This design comes from an exercise in tuning for small area and a short achievable clock period on the open sky130 flow, not from production work. The RTL was checked by simulation tests, not by an equivalence proof against the original design.

==> v12 <==
## ex_stage
module ex_stage (
  input  logic              clk,
  input  logic              rst_n,
  input  ex_pkg::alu_op_e   alu_operator_i,
  input  ex_pkg::word_t     alu_operand_a_i,
  input  ex_pkg::word_t     alu_operand_b_i,
  input  ex_pkg::word_t     alu_operand_c_i,
  input  logic              alu_en_i,
  input  ex_pkg::mul_op_e   mult_operator_i,
  input  ex_pkg::word_t     mult_operand_a_i,
  input  ex_pkg::word_t     mult_operand_b_i,
  input  ex_pkg::word_t     mult_operand_c_i,
  input  logic              mult_en_i,
  input  logic              csr_access_i,
  input  ex_pkg::word_t     csr_rdata_i,
  input  logic              branch_in_ex_i,
  input  ex_pkg::reg_addr_t regfile_alu_waddr_i,
  input  logic              regfile_alu_we_i,
  input  ex_pkg::reg_addr_t regfile_waddr_i,
  input  logic              regfile_we_i,
  input  logic              lsu_en_i,
  input  ex_pkg::word_t     lsu_rdata_i,
  input  logic              lsu_ready_ex_i,
  input  logic              lsu_err_i,
  input  logic              wb_ready_i,
  output ex_pkg::reg_addr_t regfile_alu_waddr_fw_o,
  output logic              regfile_alu_we_fw_o,
  output ex_pkg::word_t     regfile_alu_wdata_fw_o,
  output ex_pkg::reg_addr_t regfile_waddr_wb_o,
  output logic              regfile_we_wb_o,
  output ex_pkg::word_t     regfile_wdata_wb_o,
  output ex_pkg::word_t     jump_target_o,
  output logic              branch_decision_o,
  output logic              mult_multicycle_o,
  output logic              ex_ready_o,
  output logic              ex_valid_o
);
clock: 15.0 ns
lec_check: 0
abc_area: 1
cap_margin: 20
core_margin: 2
core_utilization: 40
setup_slack_margin: 3.25
slew_margin: 20
synth_hierarchical: 1
standard.sh (not shown) runs the stock make flow with config.mk's settings and CLKGATE_MAP_FILE= SYNTH_SCRIPT=/design/flow/synth_recipe.tcl, a recipe that flattens the netlist after the stock synthesis.
==> flow/flow/run.sh <==
#!/bin/bash
# The standard layout, with two changes to how it is made:
# - the port buffers are plain buffers (sky130_fd_sc_hd__buf_1) instead of the delay
#   cell buffer_ports picks by itself;
# - the buffers synthesis put in are taken out at floorplan (REMOVE_ABC_BUFFERS), and
#   the resizer buffers the nets again where timing and slew need it.
set -euo pipefail
export BUFFER_PORTS_ARGS="-buffer_cell sky130_fd_sc_hd__buf_1"
export REMOVE_ABC_BUFFERS=1
bash standard.sh > standard.log 2>&1
==> v34 (differences from v12) <==
--- a/flow/flow/run.sh
+++ b/flow/flow/run.sh
@@ -5,3 +5,4 @@
 # - the buffers synthesis put in are taken out at floorplan (REMOVE_ABC_BUFFERS), and
-#   the resizer buffers the nets again where timing and slew need it.
+#   the resizer buffers the nets again where timing and slew need it;
+# - after global route the resizer downsizes gates off the critical paths (RECOVER_POWER).
 set -euo pipefail
@@ -9,2 +10,3 @@
 export REMOVE_ABC_BUFFERS=1
+export RECOVER_POWER=30
 bash standard.sh > standard.log 2>&1
==> v10 (differences from v12) <==
==> flow/flow/run.sh (replaced) <==
#!/bin/bash
# The standard layout, with two changes to how it is made:
# - the port buffers are plain buffers (sky130_fd_sc_hd__buf_2) instead of the delay
#   cell buffer_ports picks by itself;
# - the buffers synthesis put in are taken out at floorplan (REMOVE_ABC_BUFFERS), and
#   the resizer buffers the nets again where timing and slew need it.
set -euo pipefail
export BUFFER_PORTS_ARGS="-buffer_cell sky130_fd_sc_hd__buf_2"
export REMOVE_ABC_BUFFERS=1
bash standard.sh > standard.log 2>&1
==> run summary <==
| metric | v10 | v34 | v12 |
|---|---|---|---|
| Number of diodes added for antenna fixing | 5 | 3 | 1 |
| Detailed-route wire length on metal 1 | 54.0 mm | 54.7 mm | 54.8 mm |
| DR WL met2 | 59.4 mm | 60.0 mm | 59.5 mm |
| Routed WL | 139 mm | 139 mm | 139 mm |
| Result of the run | timing/DRC/antenna clean | failed layout checks | timing/DRC/antenna clean |
| Violated checks | - | capacitance limit, slew limit | - |
| Share of cell area taken by multi-input logic gates | 80.9% | 81.7% | 81.7% |
| Source of the worst hold timing path | waddr_lsu_q[3]$_DFFE_PN0P_ | waddr_lsu_q[4]$_DFFE_PN0P_ | waddr_lsu_q[4]$_DFFE_PN0P_ |
| Half-perimeter wire length after detailed placement | 96.2 mm | 97.2 mm | 97.2 mm |
| Drt initial violations | 3,733 | 4,231 | 4,016 |
| Peak clock frequency supported by timing | 0.0863 GHz | 0.0860 GHz | 0.0861 GHz |
| Register share of the cell area | 3.32% | 3.34% | 3.34% |
| Critical path buffers and inverters | 5 | 6 | 5 |
| Non-clock buffer area fraction after layout | 8.12% | 7.23% | 7.25% |
| Clock skew after layout | 0.0104 ns | 0.00678 ns | 0.00738 ns |
| Total non-filler cell area in the finished layout | 35,000 um^2 | 34,800 um^2 | 34,800 um^2 |
| Multi-input gate area in the final layout | 28,300 um^2 | 28,400 um^2 | 28,400 um^2 |
| Post-placement setup slack | 2.43 ns | 2.52 ns | 2.52 ns |
| Total number of vias | 31,900 | 32,000 | 32,000 |

---

==> inputs of 02-17 <==
Starting RTL as in the previous note.
Design ex_stage, start of the top module:
module ex_stage (
  input  logic              clk,
  input  logic              rst_n,
  input  ex_pkg::alu_op_e   alu_operator_i,
  input  ex_pkg::word_t     alu_operand_a_i,
  input  ex_pkg::word_t     alu_operand_b_i,
  input  ex_pkg::word_t     alu_operand_c_i,
  input  logic              alu_en_i,
  input  ex_pkg::mul_op_e   mult_operator_i,
  input  ex_pkg::word_t     mult_operand_a_i,
  input  ex_pkg::word_t     mult_operand_b_i,
  input  ex_pkg::word_t     mult_operand_c_i,
  input  logic              mult_en_i,
  input  logic              csr_access_i,
  input  ex_pkg::word_t     csr_rdata_i,
  input  logic              branch_in_ex_i,
  input  ex_pkg::reg_addr_t regfile_alu_waddr_i,
  input  logic              regfile_alu_we_i,
  input  ex_pkg::reg_addr_t regfile_waddr_i,
  input  logic              regfile_we_i,
  input  logic              lsu_en_i,
  input  ex_pkg::word_t     lsu_rdata_i,
  input  logic              lsu_ready_ex_i,
  input  logic              lsu_err_i,
  input  logic              wb_ready_i,
  output ex_pkg::reg_addr_t regfile_alu_waddr_fw_o,
  output logic              regfile_alu_we_fw_o,
  output ex_pkg::word_t     regfile_alu_wdata_fw_o,
  output ex_pkg::reg_addr_t regfile_waddr_wb_o,
  output logic              regfile_we_wb_o,
  output ex_pkg::word_t     regfile_wdata_wb_o,
  output ex_pkg::word_t     jump_target_o,
  output logic              branch_decision_o,
  output logic              mult_multicycle_o,
  output logic              ex_ready_o,
  output logic              ex_valid_o
);
==> flow/config.mk <==
export PLATFORM = sky130hd
export DESIGN_NAME = ex_stage
export DESIGN_NICKNAME = ex_stage
export VERILOG_FILES = /design/flow/design.v
export SDC_FILE = /design/flow/constraint.sdc
export NUM_CORES = 4
export LEC_CHECK = 0
export ABC_AREA = 1
export CAP_MARGIN = 20
export CORE_MARGIN = 2
export CORE_UTILIZATION = 40
export SETUP_SLACK_MARGIN = 3
export SLEW_MARGIN = 20
export SYNTH_HIERARCHICAL = 1
==> flow/constraint.sdc <==
create_clock -name core_clock -period 15.0 [get_ports {clk}]
set_input_delay 3.0000 -clock core_clock [delete_from_list [all_inputs] [get_ports {clk}]]
set_output_delay 3.0000 -clock core_clock [all_outputs]
set_load 0.01 [all_outputs]
==> flow/flow/run.sh <==
#!/bin/bash
# The standard layout, with the port buffers built from plain buffers
# (sky130_fd_sc_hd__buf_2) instead of the delay cell buffer_ports picks by itself.
set -euo pipefail
export BUFFER_PORTS_ARGS="-buffer_cell sky130_fd_sc_hd__buf_2"
bash standard.sh > standard.log 2>&1
==> 11-10: changes against 02-17 <==
==> flow/flow/run.sh (replaced) <==
#!/bin/bash
# The standard layout, with two changes to how it is made:
# - the port buffers are plain buffers (sky130_fd_sc_hd__buf_1) instead of the delay
#   cell buffer_ports picks by itself;
# - the buffers synthesis put in are taken out at floorplan (REMOVE_ABC_BUFFERS), and
#   the resizer buffers the nets again where timing and slew need it;
# - after global route the resizer downsizes gates off the critical paths (RECOVER_POWER).
set -euo pipefail
export BUFFER_PORTS_ARGS="-buffer_cell sky130_fd_sc_hd__buf_1"
export REMOVE_ABC_BUFFERS=1
export RECOVER_POWER=100
bash standard.sh > standard.log 2>&1
SETUP_SLACK_MARGIN = 3.25   (was 3)
==> 01-07: changes against 02-17 <==
SETUP_SLACK_MARGIN = 4   (was 3)
==> run summary <==
Run status
The flow ran to the end, but the layout failed its checks. The checks that failed were capacitance limit, slew limit.

Global route
The number of global-route vias before repair came to 31.76k. For met2 alone, demand over resource in global routing was 48.69%. The met1 track demand over resource is 43.01%.

STA
For the pin with the worst max-slew slack, the measured transition is 1.835 ns. The total count of max-transition violations in the final report was 69.

Flow run
Across the run, the number of max-cap violations was 2.

Setup path
The worst register-to-register path ends at prod_q[30].

Final layout
The end-of-flow core utilization is 43.19%.

Routing
The met2 wire length is 59.56 mm.
The numbers above come from 11-10.

==> run summary <==
Run status
The run finished with no timing, DRC or antenna violations.

Final layout
Measured on the finished design, the core utilization comes to 42.89%.

Yosys
The synthesized netlist devotes 15.76% of its cell area to compound gates. The area share of the largest cell type after synthesis is 32.24%.

Global route
In the global route stage, met1 resource usage came out at 44.88%. The number of global-route vias before repair came to 30.59k. The met2 track utilization from global routing is 48.39%.

Setup path
The reg-to-reg critical path endpoint is waddr_lsu_q[1].

STA
The total count of max-transition violations in the final report came to 0. The transition at the pin with the smallest max-transition slack is 1.020 ns.

Routing
The met2 wire length is 58.54 mm.
The numbers above come from 02-17.

==> run summary <==
Run status
The run finished with no timing, DRC or antenna violations.

Global route
The busiest metal layer after global routing is met2. For this run, global-route usage on met2 was measured as 48.79%. For this run, global-route usage on met1 was measured as 44.76%. The number of global-route vias before repair is 31.93k.

Final layout
Measured on the finished design, the core utilization comes to 46.94%. The area growth from synthesis to layout is 16.45%. The sequential share of cell area is 3.076%.

Yosys
Ranked by instance count, the synthesized netlist is headed by 524 x sky130_fd_sc_hd__xor2_1, 522 x sky130_fd_sc_hd__fa_1, 495 x sky130_fd_sc_hd__o22ai_1, 493 x sky130_fd_sc_hd__nand3_1, 451 x sky130_fd_sc_hd__nand2_1. The synthesized design contains 32 enable-type register cells.

Placement
The total instance count after detailed placement is 5037.

Routing
Summed over all nets, wire length on met2 after detailed routing comes to 59.22 mm.

STA
The total count of max-transition violations in the final report is 0. The transition at the pin with the smallest max-transition slack is 1.236 ns.
The numbers above come from 01-07.

separate check: timing with driven ports:
The flow's constraints put no driver on any port. The routed layouts listed below were extracted and timed again, unchanged, in two steps. Step 1, drivers: a clkbuf_16 drives clk and a buf_2 each remaining input, both assumed. Step 2 moves the port delays by t, midway between the first and last clock arrival at a register: inputs arrive t later, outputs are due t later. That takes back most of the time a late clock gives input paths. Three values: no drivers, after step 1, after step 2; two values: the first two.
| run | shift t [ns] | setup WS [ns] | hold WS [ns] | clock arrival spread, ns | worst slew at a driven data input, ns |
|---|---|---|---|---|---|
| v12 | 0.319 | 3.380 / 3.334 / 3.334 | 0.512 / 0.512 / 0.512 | 0.013 / 0.012 | 0.13 |
| v34 | 0.321 | 3.371 / 3.332 / 3.332 | 0.512 / 0.512 / 0.512 | 0.011 / 0.012 | 0.13 |
| v10 | 0.324 | 3.417 / 3.375 / 3.375 | 0.504 / 0.504 / 0.504 | 0.013 / 0.013 | 0.13 |
| 02-17 | 0.329 | 3.177 / 3.153 / 3.153 | 0.502 / 0.502 / 0.502 | 0.007 / 0.007 | 0.11 |
| 11-10 | 0.321 | 2.734 / 2.707 / 2.707 | 0.512 / 0.512 / 0.512 | 0.011 / 0.011 | 0.13 |
| 01-07 | 0.323 | 3.555 / 3.484 / 3.484 | 0.500 / 0.500 / 0.500 | 0.006 / 0.006 | 0.14 |
The setup slack of 01-07, which loses most, moves by -0.071 ns with the drivers and by -0.071 ns with both steps.
